From an optimization exercise on the open Yosys and OpenROAD flow, aimed at small area and a short achievable clock period; shortcuts taken in it are not production practice.
RTL that was checked went through simulation tests only; none was proved equivalent to the original.
For run 3, only the layout was checked, not whether the RTL still works.
The flow treats the clock pin as an ideal source, which a real chip does not have.

--- flow/run.sh ---
#!/bin/bash
# The standard layout (standard.sh), with every port buffered by a buf_1 cell
# instead of the delay buffer that buffer_ports picks by default. The standard
# flow's own buffer_ports call places them (after global placement's
# remove_buffers), with this cell.
export BUFFER_PORTS_ARGS="-buffer_cell sky130_fd_sc_hd__buf_1"
bash standard.sh > standard.log 2>&1
--- standard.sh ---
#!/bin/bash
# synth_recipe.tcl (not shown) runs the flow's synth.tcl, then flattens the netlist and writes it again
# the make line also repeats each setting of config.mk as NAME=value (left out here)
make -C /OpenROAD-flow-scripts/flow DESIGN_CONFIG=/design/flow/config.mk WORK_HOME=/design/flow/orfs CLKGATE_MAP_FILE= SYNTH_SCRIPT=/design/flow/synth_recipe.tcl "${@:-finish}"
--- config.mk ---
export PLATFORM = sky130hd
export DESIGN_NAME = eqController
export DESIGN_NICKNAME = eqController
export VERILOG_FILES = /design/flow/design.v
export SDC_FILE = /design/flow/constraint.sdc
export NUM_CORES = 4
export LEC_CHECK = 0
export ABC_AREA = 0
export CAP_MARGIN = 0
export CORE_MARGIN = 2
export CORE_UTILIZATION = 55
export CTS_BUF_LIST = sky130_fd_sc_hd__clkbuf_4 sky130_fd_sc_hd__clkbuf_8
export PLACE_DENSITY = 0.75
export SETUP_SLACK_MARGIN = 3.5
export SLEW_MARGIN = 0
export TNS_END_PERCENT = 5
--- constraint.sdc ---
create_clock -name core_clock -period 7.0 [get_ports {S_AXI_ACLK}]
set_input_delay 1.4000 -clock core_clock [delete_from_list [all_inputs] [get_ports {S_AXI_ACLK}]]
set_output_delay 1.4000 -clock core_clock [all_outputs]
set_load 0.01 [all_outputs]
--- design.v ---
module eqController #(
    parameter int ADDR_WIDTH     = 6,
    parameter int GAIN_FRAC_BITS = 14
) (
    input  logic                  S_AXI_ACLK,
    input  logic                  S_AXI_ARESETN,
    input  logic                  wr,
    input  logic [ADDR_WIDTH-1:0] wrAddr,
    input  logic [31:0]           wrData,
    output logic                  adcReq,
    output logic [15:0]           adcCmd,
    input  logic                  adcAck,
    input  logic [15:0]           adcData,
    output logic                  dacReq,
    output logic [31:0]           dacWord,
    input  logic                  dacAck
);
    logic        enable;
    logic [15:0] gain0, gain1;
    logic        rst;
    logic        weEn, weG0, weG1;
    logic [15:0] gainIn;
    assign rst    = !S_AXI_ARESETN;
    assign weEn   = rst | (wr && wrAddr == ADDR_WIDTH'(4));
    assign weG0   = rst | (wr && wrAddr == ADDR_WIDTH'(6));
    assign weG1   = rst | (wr && wrAddr == ADDR_WIDTH'(7));
    assign gainIn = (wrData[15:0] & {16{~rst}}) | (16'h4000 & {16{rst}});
    always_ff @(posedge S_AXI_ACLK) begin
        if (weEn) enable <= wrData[0] & ~rst;
        if (weG0) gain0  <= gainIn;
        if (weG1) gain1  <= gainIn;
    end
    localparam logic [3:0] S_IDLE = 4'd0;
    localparam logic [3:0] S_AREQ = 4'd1;
    localparam logic [3:0] S_AREL = 4'd2;
    localparam logic [3:0] S_C0   = 4'd3;
    localparam logic [3:0] S_C1   = 4'd4;
    localparam logic [3:0] S_C2   = 4'd5;
    localparam logic [3:0] S_C3   = 4'd6;
    localparam logic [3:0] S_DREQ = 4'd7;
    localparam logic [3:0] S_DREL = 4'd8;
    localparam logic [3:0] S_N1   = 4'd9;
    localparam logic [3:0] S_NX   = 4'd10;
    logic [3:0] state;
    logic       chan;
    always_ff @(posedge S_AXI_ACLK) begin
        if (!S_AXI_ARESETN) begin
            state <= S_IDLE;
            chan  <= 1'b0;
        end else begin
            case (state)
                S_IDLE: if (enable) state <= S_AREQ;
                S_AREQ: if (adcAck) state <= S_AREL;
                S_AREL: if (!adcAck) state <= S_C0;
                S_C0:   state <= S_C1;
                S_C1:   state <= S_C2;
                S_C2:   state <= S_C3;
                S_C3:   state <= S_DREQ;
                S_DREQ: if (dacAck) state <= S_DREL;
                S_DREL: if (!dacAck) state <= S_N1;
                S_N1: begin
                    state <= S_NX;
                    chan  <= !chan;
                end
                S_NX:   state <= enable ? S_AREQ : S_IDLE;
                default: state <= S_IDLE;
            endcase
        end
    end
    assign adcReq = (state == S_AREQ);
    assign dacReq = (state == S_DREQ);
    logic [15:0] s;
    logic [16:0] sx;
    always_ff @(posedge S_AXI_ACLK) s <= {~adcData[15], adcData[14:0]};
    assign sx = {s[15], s};
    logic        hit;
    logic [15:0] gSel;
    logic [5:0]  gNextLo;
    assign hit     = wr && (wrAddr == ADDR_WIDTH'({5'd3, chan}));
    assign gSel    = chan ? gain1 : gain0;
    assign gNextLo = hit ? wrData[5:0] : gSel[5:0];
    logic [4:0] gT;
    always_ff @(posedge S_AXI_ACLK) gT <= gSel[15:11];
    logic [6:0] win;
    always_comb begin
        case (state)
            S_C0:    win = {gNextLo, 1'b0};
            S_C1:    win = gSel[11:5];
            default: win = {gT[4], gT[4], gT};
        endcase
    end
    logic [2:0] dNeg, dOne, dTwo;
    always_ff @(posedge S_AXI_ACLK) begin
        for (int k = 0; k < 3; k++) begin
            logic [2:0] w;
            w = win[2*k +: 3];
            dNeg[k] <= w[2] & ~(w[1] & w[0]);
            dOne[k] <= w[1] ^ w[0];
            dTwo[k] <= (w[2] & ~w[1] & ~w[0]) | (~w[2] & w[1] & w[0]);
        end
    end
    logic [16:0] p0, p1, p2;
    assign p0 = (({17{dOne[0]}} & sx) | ({17{dTwo[0]}} & {sx[15:0], 1'b0})) ^ {17{dNeg[0]}};
    assign p1 = (({17{dOne[1]}} & sx) | ({17{dTwo[1]}} & {sx[15:0], 1'b0})) ^ {17{dNeg[1]}};
    assign p2 = (({17{dOne[2]}} & sx) | ({17{dTwo[2]}} & {sx[15:0], 1'b0})) ^ {17{dNeg[2]}};
    logic [19:0] acc;
    logic        first;
    logic [15:0] A;
    logic        Ahi;
    always_ff @(posedge S_AXI_ACLK) first <= (state == S_C0);    
    always_comb begin
        A      = acc[19:4] & {16{~first}};
        A[4]   = first ? dNeg[2] : acc[8];
        A[10]  = first ? (gSel[11] & ~(gSel[10] & gSel[9])) : acc[14];
        Ahi    = ~A[15];
    end
    wire t0 = A[0] ^ p0[0];
    wire t1 = t0 ^ dNeg[0];
    wire t2 = t0 ? dNeg[0] : A[0];
    wire t3 = A[1] ^ p0[1];
    wire t4 = A[1] & p0[1];
    wire t5 = A[2] ^ p0[2];
    wire t6 = t5 ? p1[0] : A[2];
    wire t7 = t5 ^ (p1[0] ^ dNeg[1]);
    wire t8 = ~t7 & dNeg[1];
    wire t9 = A[3] ^ p0[3];
    wire t10 = t9 ? p1[1] : A[3];
    wire t11 = t9 ^ p1[1];
    wire t12 = t11 ^ t6;
    wire t13 = t11 & t6;
    wire t14 = A[4] ^ p0[4];
    wire t15 = t14 ? p1[2] : A[4];
    wire t16 = t14 ^ (p1[2] ^ p2[0]);
    wire t17 = t16 ^ t10;
    wire t18 = t16 ? t10 : p2[0];
    wire t19 = A[5] ^ p0[5];
    wire t20 = t19 ? p1[3] : A[5];
    wire t21 = t19 ^ (p1[3] ^ p2[1]);
    wire t22 = t21 ^ t15;
    wire t23 = t21 ? t15 : p2[1];
    wire t24 = A[6] ^ p0[6];
    wire t25 = t24 ? p1[4] : A[6];
    wire t26 = t24 ^ (p1[4] ^ p2[2]);
    wire t27 = t26 ^ t20;
    wire t28 = t26 ? t20 : p2[2];
    wire t29 = A[7] ^ p0[7];
    wire t30 = t29 ? p1[5] : A[7];
    wire t31 = t29 ^ (p1[5] ^ p2[3]);
    wire t32 = t31 ^ t25;
    wire t33 = t31 ? t25 : p2[3];
    wire t34 = A[8] ^ p0[8];
    wire t35 = t34 ? p1[6] : A[8];
    wire t36 = t34 ^ (p1[6] ^ p2[4]);
    wire t37 = t36 ^ t30;
    wire t38 = t36 ? t30 : p2[4];
    wire t39 = A[9] ^ p0[9];
    wire t40 = t39 ? p1[7] : A[9];
    wire t41 = t39 ^ (p1[7] ^ p2[5]);
    wire t42 = t41 ^ t35;
    wire t43 = t41 ? t35 : p2[5];
    wire t44 = A[10] ^ p0[10];
    wire t45 = t44 ? p1[8] : A[10];
    wire t46 = t44 ^ (p1[8] ^ p2[6]);
    wire t47 = t46 ^ t40;
    wire t48 = t46 ? t40 : p2[6];
    wire t49 = A[11] ^ p0[11];
    wire t50 = t49 ? p1[9] : A[11];
    wire t51 = t49 ^ (p1[9] ^ p2[7]);
    wire t52 = t51 ^ t45;
    wire t53 = t51 ? t45 : p2[7];
    wire t54 = A[12] ^ p0[12];
    wire t55 = t54 ? p1[10] : A[12];
    wire t56 = t54 ^ (p1[10] ^ p2[8]);
    wire t57 = t56 ^ t50;
    wire t58 = t56 ? t50 : p2[8];
    wire t59 = A[13] ^ p0[13];
    wire t60 = t59 ? p1[11] : A[13];
    wire t61 = t59 ^ (p1[11] ^ p2[9]);
    wire t62 = t61 ^ t55;
    wire t63 = t61 ? t55 : p2[9];
    wire t64 = A[14] ^ p0[14];
    wire t65 = t64 ? p1[12] : A[14];
    wire t66 = t64 ^ (p1[12] ^ p2[10]);
    wire t67 = t66 ^ t60;
    wire t68 = t66 ? t60 : p2[10];
    wire t69 = A[15] ^ p0[15];
    wire t70 = t69 ? p1[13] : A[15];
    wire t71 = t69 ^ (p1[13] ^ p2[11]);
    wire t72 = t71 ^ t65;
    wire t73 = t71 ? t65 : p2[11];
    wire t74 = Ahi ^ ~p0[16];
    wire t75 = t74 ? p1[14] : Ahi;
    wire t76 = t74 ^ (p1[14] ^ p2[12]);
    wire t77 = t76 ^ t70;
    wire t78 = t76 ? t70 : p2[12];
    wire t79 = p2[13] ^ ~p1[15];
    wire t80 = t79 ^ t75;
    wire t81 = t79 ? t75 : p2[13];
    wire t82 = ~p1[16] ^ p2[14];
    wire t83 = t82 ^ p1[15];
    wire t84 = t82 ? p1[15] : ~p1[16];
    wire [21:0] csaX = {1'b1, ~p2[16], ~p2[15], t83, t80, t77, t72, t67, t62, t57, t52, t47, t42, t37, t32, t27, t22, t17, t12, t7, t3, t1};
    wire [21:0] csaY = {1'b0, p2[15], t84, t81, t78, t73, t68, t63, t58, t53, t48, t43, t38, t33, t28, t23, t18, t13, t8, t4, t2, 1'b0};
    logic [21:0] sum;
    assign sum = csaX + csaY;
    always_ff @(posedge S_AXI_ACLK) begin
        if (state == S_C1 || state == S_C2 || state == S_C3) acc <= sum[21:2];
    end
    logic        ovf;
    logic [15:0] code;
    assign ovf  = (acc[17] != acc[16]) || (acc[17] != acc[15]);
    assign code = ovf ? {16{~acc[17]}} : {~acc[15], acc[14:0]};
    assign adcCmd  = {1'b1, chan, 14'd0};
    assign dacWord = {15'h0018, chan, code};
endmodule
==> run_results.csv, run 1 <==
group,metric,value,unit
die,io_pins,109,
cells_and_area,seq_area,2356,um2
clocking,h-tree-depth,3,
die,core-area,12010,um2
die,die-area,13160,um2
sta,period_share,0.4974,
worst_setup_path,worst_path_max_delay_cell,"dfxtp_4",
clocking,cts-root-buf,"clkbuf_8",
clocking,hold_buffers,0,
sta,slew_viol_final,0,
synthesis,synth-edff-count,53,
route,wire_per_inst,16.26,um
place,gp_congestion,0.8979,
synthesis,synth_ff_type,"edfxtp_1",
place,hpwlAfterDp,10540,um
sta,period_needed,3.482,ns
clocking,cts_max_path_buffers,2,
global_routing,grt_pass1_vias,4913,
cells_and_area,fill_cells,992,
global_routing,overflow,0,
worst_setup_path,crit_path_start_kind,"flip-flop",
synthesis,ys_seq_elements,89,
route,routedLengthMet1,7023,um
cells_and_area,multiInputGateArea,4248,um2
global_routing,grt_max_degree,25,
die,die_x,114.7,um
route,drc,0,
worst_setup_path,crit_chain,"buf_4 > a22oi_2 > xnor2_2 > maj3_1 > maj3_1 > ha_2 > a21o_1 > o22a_1 > a2111oi_2 > nand3_1 > o311ai_1 > xnor2_1",
synthesis,avgSynthCellArea,9.354,um2
cells_and_area,antenna_cells,0,
route,dr.pass1.iters,5,
sta,rsz0062_at_grt,"true",
place,port_buffers,62,
worst_setup_path,cp-end-kind,"flip-flop",
synthesis,yosysSeqAreaShare,0.3429,
clocking,clk_pin_slew,0.10,ns
worst_setup_path,crit_family,"adder cells",
worst_setup_path,cp_num_buf_inv,1,
clocking,cts_sinks,89,
route,num_vias,5422,
worst_setup_path,path_max_fanout,10,
synthesis,synth_cell_type_count,65,
clocking,tritoncts,"built",
synthesis,yosysWarningCount,1,
run_status,status,"no timing/DRC/antenna violations",
route,wirelength,15300,um
place,placed_area,6863,um2
synthesis,synthArstFlopShare,0,
worst_setup_path,path_common_cell,"maj3_1",
worst_hold_path,hp-class,"flip-flop to flip-flop",
route,wl_met2,7106,um
sta,setup_tns,0,ns
worst_setup_path,max_stage_delay,0.44,ns
global_routing,grt_pass1_wl,23650,um
global_routing,grt_usage,0.2248,
sta,finClkSkew,0.01463,ns
sta,finalSetupViolCount,0,
clocking,cts_buffers,9,
die,start_util,0.5615,
synthesis,netlist_instances,721,
synthesis,synth.cell_area,6744,um2
cells_and_area,finalNonFillerCells,941,
worst_setup_path,crit_arrival,3.60,ns
die,die_h,114.7,um
global_routing,grt_antenna_before_repair,0,
sta,max_freq,287.2,MHz
route,ant_nets,0,
cells_and_area,fin_nets,873,
flow_run,drv_cap,0,
cells_and_area,area_growth,11.47,%
sta,timing_hold_violations_final,0,
worst_setup_path,path_class,"flip-flop to flip-flop",
die,row_count,40,
route,drt_iter0_markers,368,
cells_and_area,drive_above_1_share,0.1461,
worst_setup_path,worstPathRequired,7.12,ns
route,route.met3.wl,990,um
route,via_per_inst,5.762,
sta,relSlewSlack,0.3476,
route,highest_layer,"met4",
cells_and_area,finalInstanceArea,7517,um2
sta,tightestPinTransition,0.9786,ns
clocking,clk-insertion-delay-late,0.38,ns
place,placed_cells,891,
[per-stage QoR]
step	setup WS [ns]	hold slack (ns)	util
global placement	2.707	0.4590	0.5714
global route	3.403	0.4932	0.6258
CTS	3.491	0.4859	0.5947
detailed placement	2.686	0.4592	0.5714
floorplan	3.541	0.4478	-
finish	3.518	0.4843	0.6258
[what timing repair did]
item / 4_1_cts / 5_1_grt
resized for setup: 24 / 38
buffers inserted: 5 / 29
setup endpoints to repair: 15 / 8
pin swaps: 1 / 12
[synth_stat cells (4+ instances only)]
| cell | instances | share of area |
|---|---|---|
| nor3_1 | 4 | 0.0030 |
| and3_1 | 4 | 0.0037 |
| inv_1 | 15 | 0.0083 |
| o211ai_1 | 5 | 0.0056 |
| o21a_1 | 4 | 0.0045 |
| maj3_1 | 26 | 0.039 |
| o31ai_1 | 4 | 0.0045 |
| o21ai_0 | 19 | 0.014 |
| a21oi_1 | 35 | 0.026 |
| xnor2_1 | 118 | 0.15 |
| dfxtp_1 | 36 | 0.11 |
| edfxtp_1 | 53 | 0.24 |
| nor2_1 | 70 | 0.039 |
| buf_1 | 4 | 0.0022 |
| clkbuf_1 | 17 | 0.0095 |
| xor2_1 | 13 | 0.017 |
| a21o_1 | 8 | 0.0089 |
| a22oi_1 | 46 | 0.051 |
| mux2_2 | 7 | 0.012 |
| nand4_1 | 5 | 0.0046 |
| nor2b_1 | 23 | 0.021 |
| nand3_1 | 8 | 0.0059 |
| o22ai_1 | 7 | 0.0065 |
| buf_4 | 35 | 0.039 |
| ha_1 | 24 | 0.045 |
| nand2_1 | 38 | 0.021 |
| a31oi_1 | 5 | 0.0046 |
| mux2i_1 | 6 | 0.0089 |
| and2_1 | 19 | 0.018 |
| nand2b_1 | 5 | 0.0046 |
| buf_2 | 10 | 0.0074 |
[state kept, by name (all words and copies together) (netlist names)]
register  count
gain0        16
acc          20
dOne          3
enable        1
state         4
gT            5
dNeg          3
dTwo          3
gain1        16
s            16
first         1
chan          1
[routing by layer]
layer | vias to the layer above | track usage
met1 | 2569 | 0.3204
met4 | 0 | 0.06667
met5 | - | 0
met3 | 18 | 0.02847
li1 | 2621 | -
met2 | 214 | 0.3613
[final cells by class]
cell class	count	area share
well taps	147	0.02447
clock buffers	9	0.01648
clock inverters	7	0.007157
flip-flops and latches	89	0.3134
multi-input cells	577	0.5651
repair buffers	97	0.06591
inverters	15	0.007490
[cell usage in the layout (no fill, tap or decap), types with 11 or more instances in the layout]
cell type,netlist,routed
buf_1,4,62
a22oi_2,0,11
buf_4,35,35
a22oi_1,46,35
nand2_1,38,38
xnor2_1,118,113
inv_1,15,15
a21oi_1,35,33
nor2_1,70,70
nor2b_1,23,23
and2_1,19,19
edfxtp_1,53,53
maj3_1,26,26
o21ai_0,19,15
dfxtp_1,36,19
xor2_1,13,13
conb_1,2,30
ha_1,24,20
[cell families after synthesis]
family | count (synthesis) | share of synthesized area
AND/OR/NAND/NOR | 190 | 0.1388
AO/OA/AOI/OAI | 157 | 0.1597
XOR/XNOR | 133 | 0.1761
flip-flops | 89 | 0.3429
buffers and inverters | 83 | 0.06976
adder cells (fa/ha/maj) | 54 | 0.09109
multiplexers | 13 | 0.02059
other | 2 | 0.001114
[worst paths after layout]
| kind | start | endpoint | slack, ns | cells past startpoint |
|---|---|---|---|---|
| worst max-delay path | dOne[0] | acc[16] | 3.52 | 12 |
| worst min-delay path | gain1[14] | gT[3] | 0.48 | 1 |
| worst max register to register | dOne[0] | acc[16] | 3.52 | 12 |
| worst min register to register | gain1[14] | gT[3] | 0.48 | 1 |
==> run 2, diff against run 1 <==
--- a/config.mk
+++ b/config.mk
@@ -13,3 +13,3 @@
 export PLACE_DENSITY = 0.75
-export SETUP_SLACK_MARGIN = 3.5
+export SETUP_SLACK_MARGIN = 3.25
 export SLEW_MARGIN = 0
==> run 2 against run 1 <==
Net effect: still clean; global-route usage is 0.61 points lower; core utilization is 3.2 points lower; via count is 4.0% lower; register-to-register slack worse by 0.08 ns; final cell count is 3.2% lower; routed wire length is 8.4% lower; area after synthesis stayed put; clock skew is 0.00088 ns lower; non-clock buffer count is 30 lower; clock-buffer cell count stayed put.
==> run_results.csv, run 2 <==
group,metric,value,unit
clocking,cts_sinks,89,
worst_hold_path,hp-class,"flip-flop to flip-flop",
place,hpwlAfterDp,10540,um
die,die-area,13160,um2
worst_setup_path,cp-end-kind,"flip-flop",
worst_setup_path,crit_path_start_kind,"flip-flop",
worst_setup_path,worstPathRequired,7.12,ns
route,num_vias,5205,
worst_setup_path,reg2reg_depth,10,
clocking,tritoncts,"built",
sta,timing_hold_violations_final,0,
route,wire_per_inst,15.38,um
synthesis,synth_ff_type,"edfxtp_1",
sta,period_needed,3.564,ns
worst_hold_path,min_from,"gain1[14]",
sta,setup_tns,0,ns
clocking,cts_buffers,9,
synthesis,synthArstFlopShare,0,
route,wirelength,14020,um
worst_setup_path,path_max_fanout,17,
die,die_h,114.7,um
global_routing,grt_pass1_wl,23040,um
cells_and_area,finalNonFillerCells,911,
place,port_buffers,62,
global_routing,overflow,0,
die,start_util,0.5615,
die,die_x,114.7,um
route,drc,0,
global_routing,grt_max_degree,32,
global_routing,grt_pass1_vias,4824,
synthesis,synth-edff-count,53,
sta,finClkSkew,0.01375,ns
route,drt_iter0_markers,379,
worst_setup_path,path_class,"flip-flop to flip-flop",
synthesis,synthTopCellsByArea,"edfxtp_1 24%, xnor2_1 15%, dfxtp_1 11%, a22oi_1 5.1%, ha_1 4.5%",
worst_setup_path,crit_arrival,3.68,ns
clocking,h-tree-depth,3,
cells_and_area,drive_above_1_share,0.06937,
cells_and_area,fin_nets,843,
synthesis,yosysWarningCount,1,
cells_and_area,final_cell_mix,"117 x xnor2_1, 70 x nor2_1, 62 x buf_1",
clocking,cts-root-buf,"clkbuf_8",
synthesis,yosysSeqAreaShare,0.3429,
clocking,hold_buffers,0,
clocking,clk-insertion-delay-late,0.38,ns
global_routing,grt_usage,0.2188,
route,dr.pass1.iters,5,
flow_run,drv_cap,0,
synthesis,synth.cell_area,6744,um2
place,gp_congestion,0.8979,
die,row_count,40,
sta,relSlewSlack,0.3443,
sta,period_share,0.5091,
synthesis,synth_common_cells,"118 x xnor2_1, 70 x nor2_1, 53 x edfxtp_1",
sta,finalSetupViolCount,0,
clocking,clk_pin_slew,0.10,ns
cells_and_area,final_common_cell,"xnor2_1",
sta,max_freq,280.6,MHz
worst_hold_path,hold_depth,1,
place,placed_cells,891,
sta,rsz0062_at_grt,"true",
cells_and_area,antenna_cells,0,
die,core-area,12010,um2
route,via_per_inst,5.714,
worst_setup_path,regToRegStartpoint,"acc[15]",
synthesis,synth.most_common_cell,"xnor2_1",
cells_and_area,largest_reg_flops,20,
synthesis,ys_seq_elements,89,
clocking,cts_max_path_buffers,2,
sta,slew_viol_final,0,
synthesis,avgSynthCellArea,9.354,um2
synthesis,synth_top_area_frac,0.2360,
worst_setup_path,crit_start,"acc[15]",
global_routing,grt_antenna_before_repair,0,
run_status,status,"no timing/DRC/antenna violations",
cells_and_area,largest_register,"acc",
cells_and_area,fill_cells,1042,
sta,tightestPinTransition,0.9836,ns
synthesis,synth_cell_type_count,65,
cells_and_area,area_growth,5.751,%
worst_hold_path,hold_path_end,"gT[3]",
synthesis,netlist_instances,721,
die,io_pins,109,
worst_setup_path,r2r_slack,3.44,ns
worst_setup_path,rr_endpoint,"acc[16]",
synthesis,yosysTopAreaCell,"edfxtp_1",
route,ant_nets,0,
==> run 2: worst max path at each step <==
stage | cells past startpoint | to | slack [ns]
final | 10 | acc[16] | 3.44
after global routing | 10 | acc[18] | 3.22
after CTS | 11 | acc[19] | 3.25
after detailed placement | 12 | acc[19] | 2.69
after global placement | 12 | acc[19] | 2.71
after floorplan | 2 | gain1[0] | 3.54
==> run 2: cell families (layout without fill, tap and decap cells) <==
family,count (synthesis),count (layout),synth area share
xor gates and xnor gates,133,133,0.1761
muxes,13,13,0.02059
DFF,89,89,0.3429
AOI/OAI and AO/OA,157,157,0.1597
adders and majority gates,54,54,0.09109
and+or+nand+nor,190,190,0.1388
other,2,30,0.001114
buffers and inverters,83,98,0.06976
==> run 2: repair_timing <==
item                                    CTS  global route
endpoints found under the setup margin   11             8
setup buffers                             2             2
resized for setup                         9            13
==> run 2: routing by layer <==
layer | global-route usage | share of wire
met2 | 0.3400 | 0.45
met3 | 0.03110 | 0.063
met5 | 0 | 0
met1 | 0.3184 | 0.48
met4 | 0.06747 | 0.012
==> run 2: area by class of cell <==
class                   count  area, um2  area share
clock buffers               9      123.9     0.01737
multi-input cells         577       4096      0.5744
well taps                 147      183.9     0.02579
clock inverters             7      53.80    0.007544
flip-flops and latches     89       2341      0.3282
repair buffers             67      276.5     0.03877
inverters                  15      56.30    0.007895
==> run 2: through the flow <==
step | hold slack, ns | utilization | instance area [um2] | setup slack [ns]
2_1_floorplan | 0.4478 | - | 6849 | 3.541
3_3_place_gp | 0.4590 | 0.5714 | 6863 | 2.707
3_5_place_dp | 0.4592 | 0.5714 | 6863 | 2.686
4_1_cts | 0.4859 | 0.5884 | 7068 | 3.247
5_1_grt | 0.4931 | 0.5938 | 7132 | 3.220
6_report | 0.4839 | 0.5938 | 7132 | 3.436
==> run 2: critical path, cell delays in order, from the launching register on <==
cell and delay, ns:
edfxtp_1 0.63, nor2b_1 0.30, maj3_1 0.41, maj3_1 0.38, ha_1 0.36, o21a_1 0.22, o22a_1 0.22, a2111oi_0 0.42
nand3_1 0.12, o311ai_0 0.14, xnor2_1 0.11
==> run 3, diff against run 2 <==
--- a/design.v
+++ b/design.v
@@ -106,2 +106,3 @@
     logic [19:0] acc;
+    logic [2:0]  accT;            
     logic        first;
@@ -206,3 +207,6 @@
     always_ff @(posedge S_AXI_ACLK) begin
-        if (state == S_C1 || state == S_C2 || state == S_C3) acc <= sum[21:2];
+        if (state == S_C1 || state == S_C2 || state == S_C3) begin
+            acc  <= sum[21:2];
+            accT <= ~sum[19:17];     
+        end
     end
@@ -210,4 +214,4 @@
     logic [15:0] code;
-    assign ovf  = (acc[17] != acc[16]) || (acc[17] != acc[15]);
-    assign code = ovf ? {16{~acc[17]}} : {~acc[15], acc[14:0]};
+    assign ovf  = (accT[2] != accT[1]) || (accT[2] != accT[0]);
+    assign code = ovf ? {16{accT[2]}} : {accT[0], acc[14:0]};
     assign adcCmd  = {1'b1, chan, 14'd0};
==> run 3 against run 2 <==
Net effect: critical path depth grew 3; core utilization grew 0.11 points; final cell count shrank 4.9%; clock-buffer cell count grew 1; setup slack lost 0.052 ns; worst hold slack gained 0.00079 ns; highest routed layer unchanged.
==> run_results.csv, run 3 <==
group,metric,value,unit
worst_setup_path,worstPathRequired,7.14,ns
global_routing,grt_pass1_vias,4896,
route,ant_nets,0,
synthesis,yosysTopAreaCell,"edfxtp_1",
route,via_per_inst,5.751,
place,hpwlAfterDp,10160,um
clocking,clk_pin_slew,0.11,ns
cells_and_area,fin_nets,798,
route,drt_iter0_markers,418,
worst_setup_path,crit_path_start_kind,"flip-flop",
cells_and_area,drive_above_1_share,0.1029,
worst_setup_path,rr_endpoint,"acc[16]",
worst_setup_path,r2r_slack,3.38,ns
cells_and_area,largest_register,"acc",
route,drc,0,
worst_setup_path,worst_path_max_delay_cell,"dfxtp_4",
clocking,h-tree-depth,3,
synthesis,synth_ff_type,"edfxtp_1",
clocking,cts_max_path_buffers,2,
worst_setup_path,crit_arrival,3.75,ns
synthesis,synth.cell_area,6731,um2
synthesis,synth_cell_type_count,67,
worst_hold_path,min_from,"gain1[14]",
sta,rsz0062_at_grt,"true",
cells_and_area,final_common_cell,"xnor2_1",
synthesis,yosysSeqAreaShare,0.3569,
flow_run,drv_cap,0,
clocking,tritoncts,"built",
worst_hold_path,hold_path_end,"gT[3]",
route,dr.pass1.iters,6,
route,wirelength,13470,um
run_status,status,"no timing/DRC/antenna violations",
clocking,cts_sinks,92,
global_routing,grt_usage,0.2215,
sta,tightestPinTransition,1.180,ns
synthesis,synthTopCellsByArea,"edfxtp_1 25%, xnor2_1 15%, dfxtp_1 11%, a22oi_1 5.1%, ha_1 4.5%",
die,die_h,114.6,um
worst_setup_path,path_class,"flip-flop to flip-flop",
synthesis,netlist_instances,674,
sta,max_freq,276.6,MHz
worst_setup_path,cp-end-kind,"flip-flop",
synthesis,avgSynthCellArea,9.987,um2
sta,setup_tns,0,ns
synthesis,synth-edff-count,56,
clocking,clk-insertion-delay-late,0.39,ns
clocking,cts_buffers,9,
worst_setup_path,path_max_fanout,17,
worst_hold_path,hp-class,"flip-flop to flip-flop",
sta,period_share,0.5165,
die,die_x,114.6,um
die,die-area,13140,um2
worst_setup_path,regToRegStartpoint,"dTwo[1]",
worst_setup_path,reg2reg_depth,13,
worst_hold_path,hold_depth,1,
sta,period_needed,3.615,ns
route,wire_per_inst,15.56,um
place,gp_congestion,0.8688,
worst_setup_path,max_stage_delay,0.49,ns
place,port_buffers,62,
worst_setup_path,path_common_cell,"xnor2_1",
synthesis,synth_top_area_frac,0.2498,
die,io_pins,109,
synthesis,synth.most_common_cell,"xnor2_1",
synthesis,synthArstFlopShare,0,
global_routing,grt_antenna_before_repair,0,
global_routing,grt_max_degree,24,
cells_and_area,fill_cells,1011,
sta,slew_viol_final,0,
die,start_util,0.5628,
sta,finalSetupViolCount,0,
synthesis,ys_seq_elements,92,
cells_and_area,largest_reg_flops,20,
cells_and_area,final_cell_mix,"115 x xnor2_1, 62 x buf_1, 56 x edfxtp_1",
cells_and_area,finalNonFillerCells,866,
cells_and_area,antenna_cells,0,
die,row_count,40,
die,core-area,11960,um2
global_routing,overflow,0,
cells_and_area,area_growth,5.706,%
worst_setup_path,crit_chain,"a22oi_1 > xnor2_1 > xnor2_1 > xnor2_1 > maj3_1 > ha_1 > a211o_1 > o22ai_1 > nor3_1 > o31a_4 > o22ai_4 > mux2i_2 > o221ai_1",
global_routing,grt_pass1_wl,22840,um
synthesis,yosysWarningCount,1,
clocking,cts-root-buf,"clkbuf_8",
route,num_vias,4980,
sta,finClkSkew,0.01810,ns
synthesis,synth_common_cells,"115 x xnor2_1, 56 x edfxtp_1, 46 x a22oi_1",
sta,timing_hold_violations_final,0,
place,placed_cells,845,
sta,relSlewSlack,0.2124,
[run 3: cells by family (layout without fill, tap and decap cells)]
kind of cell | after synthesis | count (layout) | share of synthesized area
AO/OA/AOI/OAI | 165 | 165 | 0.1716
AND/OR/NAND/NOR | 134 | 134 | 0.1095
XOR/XNOR | 125 | 125 | 0.1626
flip-flops | 92 | 92 | 0.3569
buffers and inverters | 83 | 100 | 0.07491
adder cells (fa/ha/maj) | 54 | 54 | 0.09331
multiplexers | 19 | 19 | 0.03011
other | 2 | 30 | 0.001116
[run 3: cell type report]
| cell class | count | area (um2) | area share |
|---|---|---|---|
| clock buffers | 10 | 137.6 | 0.01934 |
| clock inverters | 6 | 61.31 | 0.008616 |
| inverters | 15 | 56.30 | 0.007913 |
| multi-input cells | 527 | 3955 | 0.5558 |
| flip-flops and latches | 92 | 2436 | 0.3424 |
| well taps | 147 | 183.9 | 0.02585 |
| repair buffers | 69 | 285.3 | 0.04009 |
[run 3: repair_timing]
item | in CTS | in global routing
hold endpoints to repair | 0 | 0
pin swaps | 1 | 2
hold buffers | 0 | 0
setup endpoints to repair | 12 | 19
buffers inserted | 1 | 4
resized for setup | 12 | 12
[run 3: worst max-delay path by stage]
stage	slack, ns	startpoint	cells past startpoint	end
floorplan	3.50	chan	13	acc[16]
global placement	2.76	chan	12	acc[16]
detailed placement	2.67	chan	12	acc[16]
CTS	3.28	chan	12	acc[16]
global route	3.20	chan	13	acc[16]
finish	3.38	dTwo[1]	13	acc[16]
[run 3: per-layer routing]
| layer | wire (um) | GRT usage | vias up |
|---|---|---|---|
| li1 | - | - | 2425 |
| met3 | 691 | 0.05135 | 29 |
| met4 | 289 | 0.08293 | 0 |
| met2 | 6727 | 0.3838 | 171 |
| met1 | 5765 | 0.2674 | 2355 |
| met5 | 0 | 0 | - |
[run 3: per-stage QoR]
step	setup slack [ns]	instance area [um2]	hold WS, ns	util
CTS	3.281	7048	0.4873	0.5892
global placement	2.758	6823	0.4567	0.5704
floorplan	3.500	6837	0.4478	-
global route	3.196	7116	0.4987	0.5949
finish	3.385	7116	0.4847	0.5949
detailed placement	2.666	6823	0.4572	0.5704
[run 3: critical path: cells and delay by family, from the launching register on]
family                     cells  cell delay (ns)
DFF                            1             0.49
AOI/OAI and AO/OA              6             1.12
xor gates and xnor gates       3             0.59
adders and majority gates      2             0.80
and+or+nand+nor                1             0.08
muxes                          1             0.26
==> run 4, diff against run 3 <==
--- a/design.v
+++ b/design.v
@@ -106,3 +106,2 @@
     logic [19:0] acc;
-    logic [2:0]  accT;            
     logic        first;
@@ -207,6 +206,3 @@
     always_ff @(posedge S_AXI_ACLK) begin
-        if (state == S_C1 || state == S_C2 || state == S_C3) begin
-            acc  <= sum[21:2];
-            accT <= ~sum[19:17];     
-        end
+        if (state == S_C1 || state == S_C2 || state == S_C3) acc <= sum[21:2];
     end
@@ -214,4 +210,4 @@
     logic [15:0] code;
-    assign ovf  = (accT[2] != accT[1]) || (accT[2] != accT[0]);
-    assign code = ovf ? {16{accT[2]}} : {accT[0], acc[14:0]};
+    assign ovf  = (acc[17] != acc[16]) || (acc[17] != acc[15]);
+    assign code = ovf ? {16{~acc[17]}} : {~acc[15], acc[14:0]};
     assign adcCmd  = {1'b1, chan, 14'd0};
==> flow/run.sh (replaced) <==
#!/bin/bash
# The standard layout (standard.sh), with every input port buffered by a buf_1 cell
# and every output port by a buf_2 cell, instead of the delay buffer buffer_ports
# picks by default. The buffers are placed by flow/ports.tcl, sourced just before
# global placement, where the standard flow would call buffer_ports.
export DONT_BUFFER_PORTS=1
export PRE_GLOBAL_PLACE_TCL="$PWD/flow/ports.tcl"
bash standard.sh > standard.log 2>&1
==> flow/ports.tcl (new file) <==
# Port buffers, as the standard flow's buffer_ports, with chosen cells.
puts "Perform port buffering (flow/ports.tcl)..."
buffer_ports -inputs -buffer_cell sky130_fd_sc_hd__buf_1
buffer_ports -outputs -buffer_cell sky130_fd_sc_hd__buf_2
==> run 4 against run 3 <==
Net effect: sequential cell count down 3; setup slack better by 0.046 ns; sequential share of layout area fell by 0.71 points; routed wire length is 3.2% higher; global-route usage fell by 0.63 points; core utilization shrank 1.2 points; register-to-register slack gained 0.05 ns; final cell count is 1.5% lower; clock skew decreased by 0.0070 ns; synthesized cell count up 7.0%; largest cell class unchanged.
==> run_results.csv, run 4 <==
group,metric,value,unit
global_routing,grt_antenna_before_repair,0,
route,wirelength,13910,um
synthesis,synth.most_common_cell,"xnor2_1",
synthesis,synthTopCellsByArea,"edfxtp_1 24%, xnor2_1 15%, dfxtp_1 11%, a22oi_1 5.1%, ha_1 4.5%",
clocking,tritoncts,"built",
die,die_h,114.7,um
synthesis,avgSynthCellArea,9.354,um2
synthesis,yosysTopAreaCell,"edfxtp_1",
die,core-area,12010,um2
cells_and_area,seq_area,2346,um2
route,via_per_inst,5.884,
place,port_buffers,62,
global_routing,grt_pass1_wl,22750,um
flow_run,drv_cap,0,
clocking,cts_max_path_buffers,2,
cells_and_area,antenna_cells,0,
clocking,cts_sinks,89,
worst_setup_path,path_max_fanout,10,
synthesis,netlist_instances,721,
run_status,status,"no timing/DRC/antenna violations",
sta,period_share,0.5099,
synthesis,synth_cell_type_count,65,
sta,finClkSkew,0.01107,ns
sta,rsz0062_at_grt,"true",
cells_and_area,largest_reg_flops,20,
cells_and_area,fin_nets,785,
sta,setup_tns,0,ns
sta,finalSetupViolCount,0,
worst_setup_path,worstPathRequired,7.11,ns
route,drc,0,
worst_setup_path,path_class,"flip-flop to flip-flop",
place,place_ws,2.894,ns
worst_setup_path,crit_arrival,3.68,ns
sta,slew_viol_final,0,
die,io_pins,109,
synthesis,synth_common_cells,"118 x xnor2_1, 70 x nor2_1, 53 x edfxtp_1",
sta,tightestPinTransition,1.016,ns
route,drt_iter0_markers,352,
worst_hold_path,hp-class,"flip-flop to flip-flop",
place,hpwlAfterDp,10500,um
sta,relSlewSlack,0.3228,
cells_and_area,final_common_cell,"xnor2_1",
synthesis,yosysSeqAreaShare,0.3429,
synthesis,synth_top_area_frac,0.2360,
global_routing,overflow,0,
cells_and_area,final_cell_mix,"116 x xnor2_1, 70 x nor2_1, 53 x edfxtp_1",
synthesis,synth.cell_area,6744,um2
worst_setup_path,crit_path_start_kind,"flip-flop",
clocking,cts_buffers,9,
global_routing,grt_max_degree,32,
route,num_vias,5019,
cells_and_area,multiInputGateArea,4128,um2
sta,max_freq,280.2,MHz
synthesis,synthArstFlopShare,0,
cells_and_area,area_growth,3.766,%
sta,period_needed,3.569,ns
global_routing,grt_usage,0.2152,
route,dr.pass1.iters,6,
clocking,h-tree-depth,3,
route,ant_nets,0,
die,die_x,114.7,um
global_routing,grt_pass1_vias,4596,
synthesis,yosysWarningCount,1,
sta,fin_ws,3.431,ns
worst_setup_path,cp-end-kind,"flip-flop",
clocking,cts-root-buf,"clkbuf_8",
synthesis,synth-edff-count,53,
synthesis,ys_seq_elements,89,
cells_and_area,drive_above_1_share,0.08924,
sta,timing_hold_violations_final,0,
place,gp_congestion,0.9006,
die,row_count,40,
clocking,clk_pin_slew,0.09,ns
synthesis,synth_ff_type,"edfxtp_1",
route,wire_per_inst,16.30,um
cells_and_area,fill_cells,1013,
cells_and_area,largest_register,"acc",
clocking,clk-insertion-delay-late,0.37,ns
die,start_util,0.5615,
die,die-area,13160,um2
run 4: routing by layer:
metal	GRT usage	part of all wire	vias to the layer above
li1	-	-	2456
met1	0.3225	0.48	2399
met2	0.3250	0.45	149
met3	0.03374	0.059	15
met4	0.05863	0.012	0
met5	0	0	-
run 4: logic make-up after synthesis:
group / synth area share
AOI/OAI and AO/OA: 0.1597
xor gates and xnor gates: 0.1761
adders and majority gates: 0.09109
buffers and inverters: 0.06976
DFF: 0.3429
muxes: 0.02059
other: 0.001114
and+or+nand+nor: 0.1388
run 4: path summary, 6_finish.rpt:
kind              endpoint  slack (ns)       from  cells past startpoint
setup reg to reg   acc[17]        3.43       chan                     13
hold / removal       gT[3]        0.48  gain1[14]                      1
setup / recovery   acc[17]        3.43       chan                     13
hold reg to reg      gT[3]        0.48  gain1[14]                      1
run 4: what timing repair did:
item	CTS	global route
cloned	1	0
pin swaps	1	5
hold buffers	0	0
setup buffers	0	6
endpoints found under the setup margin	11	10
resized for setup	13	22
run 4: area by class of cell:
class | count | share of cell area
Tap cell | 147 | 0.02628
Clock buffer | 10 | 0.01877
Multi-Input combinational cell | 577 | 0.5898
Timing Repair Buffer | 9 | 0.01591
Inverter | 15 | 0.008046
Sequential cell | 89 | 0.3352
Clock inverter | 6 | 0.005900
run 4: stage by stage:
stage | cell area (um2) | util | instances | hold slack [ns]
3_3_place_gp | 6638 | 0.5526 | 830 | 0.4546
5_1_grt | 6998 | 0.5826 | 853 | 0.4903
4_1_cts | 6870 | 0.5720 | 847 | 0.4803
3_5_place_dp | 6638 | 0.5526 | 830 | 0.4578
6_report | 6998 | 0.5826 | 853 | 0.4783
2_1_floorplan | 6849 | - | 749 | 0.4478
run 4: critical path, stage by stage, from the launching register on:
cell and delay (ns):
dfxtp_4 0.38, buf_12 0.14, mux2_2 0.36, o2111ai_1 0.15, o21ai_2 0.13, maj3_2 0.36, maj3_2 0.35, ha_4 0.32
and3_4 0.19, nand2_1 0.10, a211oi_2 0.30, o211ai_1 0.18, a31oi_1 0.23, xor2_1 0.10
==> run 5, diff against run 4 <==
==> flow/run.sh (replaced) <==
#!/bin/bash
# The standard layout (standard.sh), with every port buffered by a buf_1 cell
# instead of the delay buffer that buffer_ports picks by default, and with the
# accumulator's clock taken through one more buffer (flow/skew.tcl, run after
# clock tree synthesis) to move time from its outputs to its inputs.
export BUFFER_PORTS_ARGS="-buffer_cell sky130_fd_sc_hd__buf_1"
export POST_CTS_TCL="$PWD/flow/skew.tcl"
export SKEW_BUF_CELL=sky130_fd_sc_hd__clkbuf_1
bash standard.sh > standard.log 2>&1
==> flow/skew.tcl (new file) <==
# Useful skew for the accumulator: the accumulator's flip-flops take their clock
# through one more buffer each, so the paths that end at them (the multiplier
# step) get that much longer. The paths that start at them (the next step's
# input, and the DAC word outputs) get that much shorter; the outputs have the
# slack to spare. Sourced after clock tree synthesis (POST_CTS_TCL).
set block [ord::get_db_block]
set master [[ord::get_db] findMaster $::env(SKEW_BUF_CELL)]
set n 0
foreach inst [$block getInsts] {
  if {![string match {acc\[*} [$inst getName]]} { continue }
  set ck [$inst findITerm CLK]
  if {$ck eq "NULL" || $ck eq ""} { continue }
  set net [$ck getNet]
  set buf [odb::dbInst_create $block $master "skew_buf_$n"]
  set bnet [odb::dbNet_create $block "skew_clk_$n"]
  $bnet setSigType CLOCK
  $ck disconnect
  $ck connect $bnet
  [$buf findITerm A] connect $net
  [$buf findITerm X] connect $bnet
  set loc [$inst getLocation]
  $buf setLocation [lindex $loc 0] [lindex $loc 1]
  $buf setPlacementStatus PLACED
  incr n
}
puts "skew.tcl: $n accumulator clock buffers ($::env(SKEW_BUF_CELL))"
detailed_placement
check_placement -verbose
estimate_parasitics -placement
report_worst_slack -max
removed: flow/ports.tcl
==> run 5 against run 4 <==
Net effect: critical path type unchanged; final cell count grew 6.8%; clock skew up 0.0027 ns; core utilization grew 1.1 points; largest cell class unchanged; area after synthesis is the same.
==> run_results.csv, run 5 <==
group,metric,value,unit
worst_setup_path,crit_family,"adder cells",
worst_setup_path,crit_start,"acc[15]",
place,port_buffers,62,
synthesis,avgSynthCellArea,9.354,um2
synthesis,synth.most_common_cell,"xnor2_1",
sta,holdWs,0.4839,ns
cells_and_area,final_common_cell,"xnor2_1",
synthesis,yosysTopAreaCell,"edfxtp_1",
route,wire_per_inst,15.38,um
worst_setup_path,max_stage_delay,0.63,ns
sta,relSlewSlack,0.3443,
worst_setup_path,path_common_cell,"maj3_1",
die,io_pins,109,
sta,tightestPinTransition,0.9836,ns
synthesis,ys_seq_elements,89,
route,ant_nets,0,
worst_setup_path,crit_path_start_kind,"flip-flop",
clocking,cts_sinks,89,
synthesis,synthTopCellsByArea,"edfxtp_1 24%, xnor2_1 15%, dfxtp_1 11%, a22oi_1 5.1%, ha_1 4.5%",
synthesis,synth_common_cells,"118 x xnor2_1, 70 x nor2_1, 53 x edfxtp_1",
global_routing,grt_usage,0.2188,
cells_and_area,area_growth,5.751,%
route,drc,0,
clocking,clk-insertion-delay-late,0.38,ns
route,via_per_inst,5.714,
worst_setup_path,worst_path_max_delay_cell,"edfxtp_1",
cells_and_area,drive_above_1_share,0.06937,
die,row_count,40,
synthesis,synth.cell_area,6744,um2
sta,period_share,0.5091,
sta,slew_viol_final,0,
worst_setup_path,regToRegStartpoint,"acc[15]",
sta,period_needed,3.564,ns
place,placed_area,6863,um2
place,hpwlAfterDp,10540,um
synthesis,synth-edff-count,53,
synthesis,synth_cell_type_count,65,
cells_and_area,largest_register,"acc",
route,dr.pass1.iters,5,
worst_setup_path,crit_arrival,3.68,ns
clocking,tritoncts,"built",
route,num_vias,5205,
global_routing,grt_max_degree,32,
synthesis,synth_ff_type,"edfxtp_1",
route,drt_iter0_markers,379,
sta,finalSetupViolCount,0,
worst_setup_path,cp-end-kind,"flip-flop",
clocking,clk_pin_slew,0.10,ns
place,placed_cells,891,
cells_and_area,finalInstanceArea,7132,um2
flow_run,drv_cap,0,
run_status,status,"no timing/DRC/antenna violations",
synthesis,yosysWarningCount,1,
route,wirelength,14020,um
global_routing,grt_antenna_before_repair,0,
sta,setup_tns,0,ns
sta,rsz0062_at_grt,"true",
place,place_ws,2.686,ns
sta,finClkSkew,0.01375,ns
cells_and_area,fin_nets,843,
sta,fin_ws,3.436,ns
worst_setup_path,worstPathRequired,7.12,ns
sta,timing_hold_violations_final,0,
sta,max_freq,280.6,MHz
cells_and_area,finalNonFillerCells,911,
worst_setup_path,path_max_fanout,17,
die,core-area,12010,um2
worst_setup_path,crit_chain,"nor2b_1 > maj3_1 > maj3_1 > ha_1 > o21a_1 > o22a_1 > a2111oi_0 > nand3_1 > o311ai_0 > xnor2_1",
cells_and_area,largest_reg_flops,20,
synthesis,netlist_instances,721,
cells_and_area,utilization,0.5938,
synthesis,synth_top_area_frac,0.2360,
synthesis,yosysSeqAreaShare,0.3429,
die,die_x,114.7,um
cells_and_area,final_cell_mix,"117 x xnor2_1, 70 x nor2_1, 62 x buf_1",
die,start_util,0.5615,
synthesis,synthArstFlopShare,0,
global_routing,grt_pass1_wl,23040,um
cells_and_area,fill_cells,1042,
cells_and_area,antenna_cells,0,
place,gp_congestion,0.8979,
die,die-area,13160,um2
worst_hold_path,min_from,"gain1[14]",
die,die_h,114.7,um
global_routing,grt_pass1_vias,4824,
worst_setup_path,path_class,"flip-flop to flip-flop",
global_routing,overflow,0,
worst_hold_path,hp-class,"flip-flop to flip-flop",
worst_setup_path,cp_num_buf_inv,0,
-- run 5: cell counts after synthesis --
No cell type changed its count.
-- run 5: final cells by class, without the clock buffers --
cell class	count	area, um2	area share
Inverter	15	56.30	0.007895
Clock inverter	7	53.80	0.007544
Tap cell	147	183.9	0.02579
Sequential cell	89	2341	0.3282
Timing Repair Buffer	67	276.5	0.03877
Multi-Input combinational cell	577	4096	0.5744
-- run 5: path summary, 6_finish.rpt --
| check | end | slack [ns] | cells after the start |
|---|---|---|---|
| worst max-delay path | acc[16] | 3.44 | 10 |
| worst min-delay path | gT[3] | 0.48 | 1 |
| worst max register to register | acc[16] | 3.44 | 10 |
| worst min register to register | gT[3] | 0.48 | 1 |
-- run 5: kinds of logic (layout without fill, tap and decap cells) --
kind of cell,Yosys count,after routing,synth area share
and+or+nand+nor,190,190,0.1388
DFF,89,89,0.3429
other,2,30,0.001114
buffers and inverters,83,98,0.06976
adders and majority gates,54,54,0.09109
muxes,13,13,0.02059
xor gates and xnor gates,133,133,0.1761
AOI/OAI and AO/OA,157,157,0.1597
-- run 5: worst register-to-register path: cells and delay by family, from the launching register on --
| kind | cells | cell delay, ns |
|---|---|---|
| compound gates | 4 | 1.00 |
| xor+xnor | 1 | 0.11 |
| fa+ha+maj | 3 | 1.15 |
| flops | 1 | 0.63 |
| simple gates | 2 | 0.42 |
-- run 5: routing by layer --
| metal | vias up | part of all wire | wire (um) | global-route usage |
|---|---|---|---|---|
| met5 | - | 0 | 0 | 0 |
| met4 | 0 | 0.012 | 170 | 0.06747 |
| met3 | 16 | 0.063 | 885 | 0.03110 |
| met2 | 195 | 0.45 | 6272 | 0.3400 |
| met1 | 2436 | 0.48 | 6686 | 0.3184 |
| li1 | 2558 | - | - | - |
==> run 6, diff against run 5 <==
--- a/flow/skew.tcl
+++ b/flow/skew.tcl
@@ -9,3 +9,3 @@
 foreach inst [$block getInsts] {
-  if {![string match {acc\[*} [$inst getName]]} { continue }
+  if {![regexp {^\\?acc\\?\[} [$inst getName]]} { continue }
   set ck [$inst findITerm CLK]
==> run 6 against run 5 <==
Net effect: area after synthesis is the same; clock skew grew 0.089 ns; sequential share of layout area shrank 0.37 points; critical endpoint unchanged; largest cell class unchanged.
==> run_results.csv, run 6 <==
group,metric,value,unit
route,ant_nets,0,
cells_and_area,antenna_cells,0,
global_routing,grt_usage,0.2205,
sta,setup_tns,0,ns
global_routing,overflow,0,
worst_setup_path,crit_arrival,3.73,ns
synthesis,synth_common_cells,"118 x xnor2_1, 70 x nor2_1, 53 x edfxtp_1",
worst_setup_path,path_max_fanout,16,
sta,finClkSkew,0.1027,ns
die,io_pins,109,
route,via_per_inst,5.682,
place,placed_area,6863,um2
worst_setup_path,cp_num_buf_inv,0,
cells_and_area,finalNonFillerCells,934,
synthesis,synth-edff-count,53,
worst_setup_path,path_common_cell,"maj3_1",
die,die-area,13160,um2
cells_and_area,drive_above_1_share,0.06734,
synthesis,synth_top_family_by_area,"XOR/XNOR gates",
synthesis,yosysWarningCount,1,
cells_and_area,finalInstanceArea,7198,um2
worst_setup_path,worstPathRequired,7.20,ns
worst_setup_path,max_stage_delay,0.58,ns
sta,fin_ws,3.470,ns
synthesis,synthXorXnorAreaFrac,0.1761,
worst_setup_path,path_class,"flip-flop to flip-flop",
synthesis,synth_compound_area_frac,0.1597,
clocking,clk-insertion-delay-late,0.47,ns
clocking,cts_sinks,89,
sta,slew_viol_final,0,
worst_setup_path,crit_path_start_kind,"flip-flop",
route,drt_iter0_markers,454,
synthesis,yosysSeqAreaShare,0.3429,
synthesis,synthArstFlopShare,0,
synthesis,synth_cell_type_count,65,
place,hpwlAfterDp,10540,um
global_routing,grt_pass1_wl,23230,um
route,wire_per_inst,15.08,um
cells_and_area,largest_reg_flops,20,
global_routing,grt_pass1_vias,4925,
route,wirelength,14090,um
place,placed_cells,891,
cells_and_area,fin_nets,866,
die,core-area,12010,um2
place,place_ws,2.686,ns
worst_setup_path,crit_chain,"nor2b_1 > maj3_1 > maj3_1 > ha_1 > a21o_1 > o22a_1 > a2111oi_0 > nand3_1 > o311ai_0 > xnor2_1",
route,num_vias,5307,
sta,max_freq,283.3,MHz
global_routing,grt_max_degree,32,
sta,period_needed,3.530,ns
die,die_h,114.7,um
sta,finalSetupViolCount,0,
synthesis,netlist_instances,721,
cells_and_area,area_growth,6.735,%
synthesis,synthTopCellsByArea,"edfxtp_1 24%, xnor2_1 15%, dfxtp_1 11%, a22oi_1 5.1%, ha_1 4.5%",
sta,tightestPinTransition,0.9939,ns
route,drc,0,
synthesis,synth.most_common_cell,"xnor2_1",
synthesis,avgSynthCellArea,9.354,um2
synthesis,synth_ff_type,"edfxtp_1",
global_routing,grt_antenna_before_repair,0,
die,start_util,0.5615,
synthesis,synth_top_area_frac,0.2360,
worst_setup_path,worst_path_max_delay_cell,"edfxtp_1",
clocking,clk_pin_slew,0.09,ns
cells_and_area,largest_register,"acc",
sta,period_share,0.5043,
worst_setup_path,cp-end-kind,"flip-flop",
synthesis,synthAdderAreaFrac,0.09109,
die,row_count,40,
synthesis,synth-simple-area-share,0.1388,
sta,relSlewSlack,0.3374,
sta,timing_hold_violations_final,0,
place,gp_congestion,0.8979,
die,die_x,114.7,um
place,port_buffers,62,
cells_and_area,final_common_cell,"xnor2_1",
cells_and_area,final_cell_mix,"118 x xnor2_1, 70 x nor2_1, 62 x buf_1",
synthesis,synth.cell_area,6744,um2
flow_run,drv_cap,0,
sta,rsz0062_at_grt,"true",
clocking,tritoncts,"built",
worst_hold_path,hp-class,"flip-flop to flip-flop",
synthesis,yosysTopAreaCell,"edfxtp_1",
synthesis,ys_seq_elements,89,
synthesis,synthMuxAreaShare,0.02059,
route,dr.pass1.iters,5,
run_status,status,"no timing/DRC/antenna violations",
worst_setup_path,crit_family,"adder cells",
## run 6: cell counts after synthesis
No cell type changed its count.
## run 6: kinds of logic after synthesis
group / Yosys count
buf+inv: 83
xor+xnor: 133
flops: 89
other cells: 2
mux: 13
simple gates: 190
fa+ha+maj: 54
compound gates: 157
## run 6: stage by stage
stage               hold slack (ns)  utilization
floorplan                    0.4478            -
global placement             0.4590       0.5714
detailed placement           0.4592       0.5714
global route                 0.4931       0.5993
finish                       0.4835       0.5993
## run 6: worst paths after layout
check	from	endpoint	slack [ns]	cells past startpoint
worst min register to register	gain1[14]	gT[3]	0.48	1
worst min-delay path	gain1[14]	gT[3]	0.48	1
worst max register to register	acc[16]	acc[16]	3.47	10
worst max-delay path	acc[16]	acc[16]	3.47	10
## run 6: final cells by class, without the clock buffers
type                            instances  area [um2]
Inverter                               15       56.30
Timing Repair Buffer                   70       299.0
Fill cell                            1044        4813
Clock inverter                          7       53.80
Buffer                                 20       75.07
Sequential cell                        89        2336
Multi-Input combinational cell        577        4070
Tap cell                              147       183.9
## run 6: per-layer routing
layer  vias up  part of all wire  track usage
li1       2610                 -            -
met1      2493              0.47       0.3173
met2       184              0.45       0.3412
met3        20             0.063      0.03426
met4         0             0.013      0.07550
met5         -                 0            0

what the ideal ports hide:
Ports are ideal in the flow. The routed layouts listed here were re-timed in OpenROAD.
Step 1 sets driving cells, clkbuf_16 on the clock port and buf_2 on the other inputs (assumed; they add their load-dependent delay and slew).
Step 2 times the ports against the registers' clock, not the clock port: input delays grow and output delays shrink by t, the midpoint of the rising clock arrivals with the driver on.
a / b / c = no drivers / after step 1 / after step 2; a / b = the first two.
run | shift t [ns] | slack for setup (ns) | hold WS [ns] | worst slew at a driven data input, ns
run 1 | 0.408 | 3.518 / 3.518 / 3.518 | 0.484 / 0.484 / 0.484 | 0.03
run 2 | 0.406 | 3.436 / 3.436 / 3.436 | 0.484 / 0.484 / 0.484 | 0.03
run 3 | 0.421 | 3.385 / 3.385 / 3.385 | 0.485 / 0.485 / 0.485 | 0.04
run 4 | 0.396 | 3.431 / 3.431 / 3.431 | 0.478 / 0.478 / 0.478 | 0.35
run 5 | 0.406 | 3.436 / 3.436 / 3.436 | 0.484 / 0.484 / 0.484 | 0.03
run 6 | 0.457 | 3.470 / 3.470 / 3.470 | 0.484 / 0.484 / 0.484 | 0.03
After both steps every run listed still meets setup and hold.
